This is an optimization exercise on Yosys and OpenROAD, whose aim is small area, not a production implementation. In this exercise RTL edits were held to simulation tests only and were not proved equivalent to the original. Power figures rest on the tool's default switching activity, not on a simulated workload.

==> flow/design.v <==
`default_nettype none
module id_part (
  input  wire logic        clk,
  input  wire logic        rst,
  input  wire logic [31:0] PC,
  input  wire logic [31:0] IR,
  input  wire logic [31:0] Din,
  input  wire logic        WE,
  input  wire logic [4:0]  RW,
  output logic      [31:0] PCOut,
  output logic      [31:0] IROut,
  output logic      [31:0] signal,
  output logic      [31:0] R1,
  output logic      [31:0] R2,
  output logic      [31:0] R1Data,
  output logic      [31:0] R2Data,
  output logic      [31:0] RWOut
);
  localparam logic [5:0] c_OP_RTYPE = 6'h00, c_OP_J    = 6'h02, c_OP_JAL  = 6'h03;
  localparam logic [5:0] c_OP_BEQ   = 6'h04, c_OP_BNE  = 6'h05;
  localparam logic [5:0] c_OP_ADDI  = 6'h08, c_OP_ADDIU = 6'h09, c_OP_SLTI = 6'h0A;
  localparam logic [5:0] c_OP_SLTIU = 6'h0B, c_OP_ANDI = 6'h0C, c_OP_ORI  = 6'h0D;
  localparam logic [5:0] c_OP_XORI  = 6'h0E, c_OP_LUI  = 6'h0F;
  localparam logic [5:0] c_OP_LB    = 6'h20, c_OP_LH   = 6'h21, c_OP_LW   = 6'h23;
  localparam logic [5:0] c_OP_LBU   = 6'h24, c_OP_LHU  = 6'h25;
  localparam logic [5:0] c_OP_SB    = 6'h28, c_OP_SH   = 6'h29, c_OP_SW   = 6'h2B;
  localparam logic [1:0] c_SZ_WORD = 2'b00, c_SZ_HALF = 2'b01, c_SZ_BYTE = 2'b10;
  logic [5:0] w_op, w_funct;
  logic [4:0] w_rs, w_rt, w_rd;
  logic [4:0] w_r1, w_r2, w_rw;
  logic [3:0] w_aluop;
  logic       w_regwrite, w_memread, w_memwrite, w_alusrcimm, w_immzext;
  logic       w_beq, w_bne, w_jump, w_jumpreg, w_link, w_shamt, w_syscall;
  logic [1:0] w_memsize;
  logic       w_memsext;
  logic       w_wr_en;
  assign w_op    = IR[31:26];
  assign w_rs    = IR[25:21];
  assign w_rt    = IR[20:16];
  assign w_rd    = IR[15:11];
  assign w_funct = IR[5:0];
  always_comb begin
    w_r1 = 5'd0; w_r2 = 5'd0; w_rw = 5'd0; w_aluop = 4'd0;
    w_regwrite = 1'b0; w_memread = 1'b0; w_memwrite = 1'b0;
    w_alusrcimm = 1'b0; w_immzext = 1'b0; w_beq = 1'b0; w_bne = 1'b0;
    w_jump = 1'b0; w_jumpreg = 1'b0; w_link = 1'b0; w_shamt = 1'b0;
    w_syscall = 1'b0; w_memsize = c_SZ_WORD; w_memsext = 1'b0;
    case (w_op)
      c_OP_RTYPE: begin
        case (w_funct)
          6'h20, 6'h21, 6'h22, 6'h23, 6'h24, 6'h25, 6'h26, 6'h27, 6'h2A, 6'h2B: begin
            w_regwrite = 1'b1; w_r1 = w_rs; w_r2 = w_rt; w_rw = w_rd;
            case (w_funct)
              6'h22, 6'h23: w_aluop = 4'd1;
              6'h24:        w_aluop = 4'd2;
              6'h25:        w_aluop = 4'd3;
              6'h26:        w_aluop = 4'd4;
              6'h27:        w_aluop = 4'd5;
              6'h2A:        w_aluop = 4'd6;
              6'h2B:        w_aluop = 4'd7;
              default:      w_aluop = 4'd0;
            endcase
          end
          6'h00, 6'h02, 6'h03: begin
            w_regwrite = 1'b1; w_shamt = 1'b1; w_r1 = w_rt; w_rw = w_rd;
            w_aluop = (w_funct == 6'h00) ? 4'd8 : (w_funct == 6'h02) ? 4'd9 : 4'd10;
          end
          6'h04, 6'h06, 6'h07: begin
            w_regwrite = 1'b1; w_r1 = w_rt; w_r2 = w_rs; w_rw = w_rd;
            w_aluop = (w_funct == 6'h04) ? 4'd8 : (w_funct == 6'h06) ? 4'd9 : 4'd10;
          end
          6'h08: begin
            w_jumpreg = 1'b1; w_r1 = w_rs;
          end
          6'h0C: begin
            w_syscall = 1'b1; w_r1 = 5'd2; w_r2 = 5'd4;
          end
          default: ;
        endcase
      end
      c_OP_ADDI, c_OP_ADDIU, c_OP_SLTI, c_OP_SLTIU,
      c_OP_ANDI, c_OP_ORI, c_OP_XORI, c_OP_LUI: begin
        w_regwrite = 1'b1; w_alusrcimm = 1'b1; w_r1 = w_rs; w_rw = w_rt;
        w_immzext = (w_op >= c_OP_ANDI);
        case (w_op)
          c_OP_SLTI:  w_aluop = 4'd6;
          c_OP_SLTIU: w_aluop = 4'd7;
          c_OP_ANDI:  w_aluop = 4'd2;
          c_OP_ORI:   w_aluop = 4'd3;
          c_OP_XORI:  w_aluop = 4'd4;
          c_OP_LUI:   w_aluop = 4'd11;
          default:    w_aluop = 4'd0;
        endcase
      end
      c_OP_LB, c_OP_LH, c_OP_LW, c_OP_LBU, c_OP_LHU: begin
        w_memread = 1'b1; w_regwrite = 1'b1; w_alusrcimm = 1'b1;
        w_r1 = w_rs; w_rw = w_rt;
        w_memsize = (w_op == c_OP_LW) ? c_SZ_WORD :
                    (w_op == c_OP_LH || w_op == c_OP_LHU) ? c_SZ_HALF : c_SZ_BYTE;
        w_memsext = (w_op == c_OP_LB || w_op == c_OP_LH);
      end
      c_OP_SB, c_OP_SH, c_OP_SW: begin
        w_memwrite = 1'b1; w_alusrcimm = 1'b1; w_r1 = w_rs; w_r2 = w_rt;
        w_memsize = (w_op == c_OP_SW) ? c_SZ_WORD :
                    (w_op == c_OP_SH) ? c_SZ_HALF : c_SZ_BYTE;
      end
      c_OP_BEQ, c_OP_BNE: begin
        w_aluop = 4'd1; w_r1 = w_rs; w_r2 = w_rt;
        w_beq = (w_op == c_OP_BEQ); w_bne = (w_op == c_OP_BNE);
      end
      c_OP_J:   w_jump = 1'b1;
      c_OP_JAL: begin
        w_jump = 1'b1; w_link = 1'b1; w_regwrite = 1'b1; w_rw = 5'd31;
      end
      default: ;
    endcase
  end
  assign signal = {13'd0, w_memsext, w_memsize, w_syscall, w_shamt, w_link,
                       w_jumpreg, w_jump, w_bne, w_beq, w_immzext, w_alusrcimm,
                       w_memwrite, w_memread, w_regwrite && (w_rw != 5'd0), w_aluop};
  assign PCOut  = PC;
  assign IROut  = IR;
  assign R1     = {27'd0, w_r1};
  assign R2     = {27'd0, w_r2};
  assign RWOut  = {27'd0, w_rw};
  assign w_wr_en = WE && (RW != 5'd0);
  logic [31:1][31:0] r_regs;
  logic [31:1][31:0] w_keep_n, w_next;
  logic [31:1]       w_hold;    
  logic [31:1]       w_wr_row;  
  logic [31:0]       w_din_n;   
  logic [31:0][31:1] w_col;     
  assign w_din_n = ~(Din & {32{~rst}});
  for (genvar i = 1; i < 32; i++) begin : g_row
    assign w_hold[i] = !(rst || w_wr_row[i]);
    for (genvar j = 0; j < 32; j++) begin : g_bit
      assign w_col[j][i] = r_regs[i][j];
      id_nand2 u_keep (.a(r_regs[i][j]), .b(w_hold[i]), .y(w_keep_n[i][j]));
      id_o21ai u_next (.a1(w_hold[i]), .a2(w_din_n[j]), .b1(w_keep_n[i][j]), .y(w_next[i][j]));
    end
  end
  always_ff @(posedge clk) r_regs <= w_next;
  logic        w_byp1, w_byp2;
  logic [31:1] w_sel1, w_sel2;
  assign w_byp1 = w_wr_en && (RW == w_r1);
  assign w_byp2 = w_wr_en && (RW == w_r2);
  for (genvar i = 1; i < 32; i++) begin : g_sel
    assign w_wr_row[i] = WE && (RW == i);
    assign w_sel1[i] = (w_r1 == i) && !w_wr_row[i];
    assign w_sel2[i] = (w_r2 == i) && !w_wr_row[i];
  end
  for (genvar j = 0; j < 32; j++) begin : g_rd
    id_rdbit u_rd1 (.sel(w_sel1), .byp(w_byp1), .din(Din[j]), .col(w_col[j]), .y(R1Data[j]));
    id_rdbit u_rd2 (.sel(w_sel2), .byp(w_byp2), .din(Din[j]), .col(w_col[j]), .y(R2Data[j]));
  end
endmodule
module id_rdbit (
  input  wire logic [31:1] sel,
  input  wire logic        byp,
  input  wire logic        din,
  input  wire logic [31:1] col,
  output logic             y
);
  logic [9:0] w_t;
  logic [2:0] w_p;
  logic       w_u;
  for (genvar k = 0; k < 10; k++) begin : g_aoi
    id_a222oi u_a (.a1(sel[3*k+1]), .a2(col[3*k+1]), .b1(sel[3*k+2]), .b2(col[3*k+2]),
                   .c1(sel[3*k+3]), .c2(col[3*k+3]), .y(w_t[k]));
  end
  id_a22o  u_last (.a1(sel[31]), .a2(col[31]), .b1(byp), .b2(din), .y(w_u));
  id_nand4 u_n0 (.a(w_t[0]), .b(w_t[1]), .c(w_t[2]), .d(w_t[3]), .y(w_p[0]));
  id_nand4 u_n1 (.a(w_t[4]), .b(w_t[5]), .c(w_t[6]), .d(w_t[7]), .y(w_p[1]));
  assign w_p[2] = ~(w_t[8] & w_t[9]);
  assign y = |{w_p, w_u};
endmodule
module id_nand2 (input wire logic a, b, output logic y);
  assign y = ~(a & b);
endmodule
module id_o21ai (input wire logic a1, a2, b1, output logic y);
  assign y = ~((a1 | a2) & b1);
endmodule
module id_a222oi (input wire logic a1, a2, b1, b2, c1, c2, output logic y);
  assign y = ~((a1 & a2) | (b1 & b2) | (c1 & c2));
endmodule
module id_a22o (input wire logic a1, a2, b1, b2, output logic y);
  assign y = (a1 & a2) | (b1 & b2);
endmodule
module id_nand4 (input wire logic a, b, c, d, output logic y);
  assign y = ~(a & b & c & d);
endmodule
`default_nettype wire
Settings: LEC_CHECK=0, CAP_MARGIN=10, CORE_MARGIN=2, CORE_UTILIZATION=50, SETUP_SLACK_MARGIN=0.05, SLEW_MARGIN=10, SYNTH_HIERARCHICAL=1, SYNTH_MINIMUM_KEEP_SIZE=0; clock period 9.0 ns.
standard.sh (not shown) runs the stock make flow with config.mk's settings and CLKGATE_MAP_FILE= SYNTH_SCRIPT=/design/flow/synth_recipe.tcl, a recipe that flattens the netlist after the stock synthesis.
==> flow/flow/run.sh <==
#!/bin/bash
# The standard ORFS layout, with these changes: port buffers use the smallest
# buffer (buf_1); constant outputs share one tie cell; clock tree synthesis
# uses clkbuf_8 with larger sink clusters and inserts no dummy loads.
set -euo pipefail
export BUFFER_PORTS_ARGS="-buffer_cell sky130_fd_sc_hd__buf_1"
export SKIP_REPAIR_TIE_FANOUT=1
export CTS_ARGS="-sink_clustering_enable -repair_clock_nets -dont_use_dummy_load -buf_list sky130_fd_sc_hd__clkbuf_8 -sink_clustering_size 15 -sink_clustering_max_diameter 60"
bash standard.sh finish > standard.log 2>&1
Rerun with:
--- a/flow/design.v
+++ b/flow/design.v
@@ -127,12 +127,11 @@
   logic [31:1][31:0] r_regs;
   logic [31:1][31:0] w_keep_n, w_next;
   logic [31:1]       w_hold;    
-  logic [31:1]       w_wr_row;  
   logic [31:0]       w_din_n;   
   logic [31:0][31:1] w_col;     
   assign w_din_n = ~(Din & {32{~rst}});
   for (genvar i = 1; i < 32; i++) begin : g_row
-    assign w_hold[i] = !(rst || w_wr_row[i]);
+    assign w_hold[i] = !(rst || (WE && RW == i));
     for (genvar j = 0; j < 32; j++) begin : g_bit
       assign w_col[j][i] = r_regs[i][j];
       id_nand2 u_keep (.a(r_regs[i][j]), .b(w_hold[i]), .y(w_keep_n[i][j]));
@@ -145,9 +144,8 @@
   assign w_byp1 = w_wr_en && (RW == w_r1);
   assign w_byp2 = w_wr_en && (RW == w_r2);
   for (genvar i = 1; i < 32; i++) begin : g_sel
-    assign w_wr_row[i] = WE && (RW == i);
-    assign w_sel1[i] = (w_r1 == i) && !w_wr_row[i];
-    assign w_sel2[i] = (w_r2 == i) && !w_wr_row[i];
+    assign w_sel1[i] = (w_r1 == i) && !w_byp1;
+    assign w_sel2[i] = (w_r2 == i) && !w_byp2;
   end
   for (genvar j = 0; j < 32; j++) begin : g_rd
     id_rdbit u_rd1 (.sel(w_sel1), .byp(w_byp1), .din(Din[j]), .col(w_col[j]), .y(R1Data[j]));
What happened: The new run finished with timing, DRC and antenna clean. Clock skew does not change. Final area stays flat. Utilization goes up by 0.22 points. Die area goes down by about 0.54%. Global-route usage goes down by 1.3 points. Synthesized cell count goes down by about 1.1%. Worst setup slack degrades by 0.49 ns. Sequential cell count stays the same. Cell count goes down by 0.52%. Synthesized area goes down by 0.54%. Power is about the same. Via count goes down by 1.2%. Routed wire length goes down by about 3.8%. Worst hold slack is about the same.

static timing again, ports no longer ideal:
No port has a modelled driver above. Below, the same layouts with a new extraction and two added sets of constraints.
Step 1 sets driving cells, clkbuf_16 on the clock port and buf_2 on the other inputs (assumed; they add their load-dependent delay and slew).
Step 2 moves the port delays by t, midway between the first and last clock arrival at a register: inputs arrive t later, outputs are due t later. That takes back most of the time a late clock gives input paths.
a / b / c = ideal / step 1 / step 2; a / b = the first two.
run | t, ns | setup WS [ns] | latest minus earliest clock arrival (ns) | cell pins on the clock port's net
the first run | 0.779 | 0.865 / 0.839 / 0.839 | 0.107 / 0.107 | 1
the second run | 0.771 | 0.370 / 0.344 / 0.344 | 0.094 / 0.094 | 1
After both steps setup and hold are still met in every run listed.
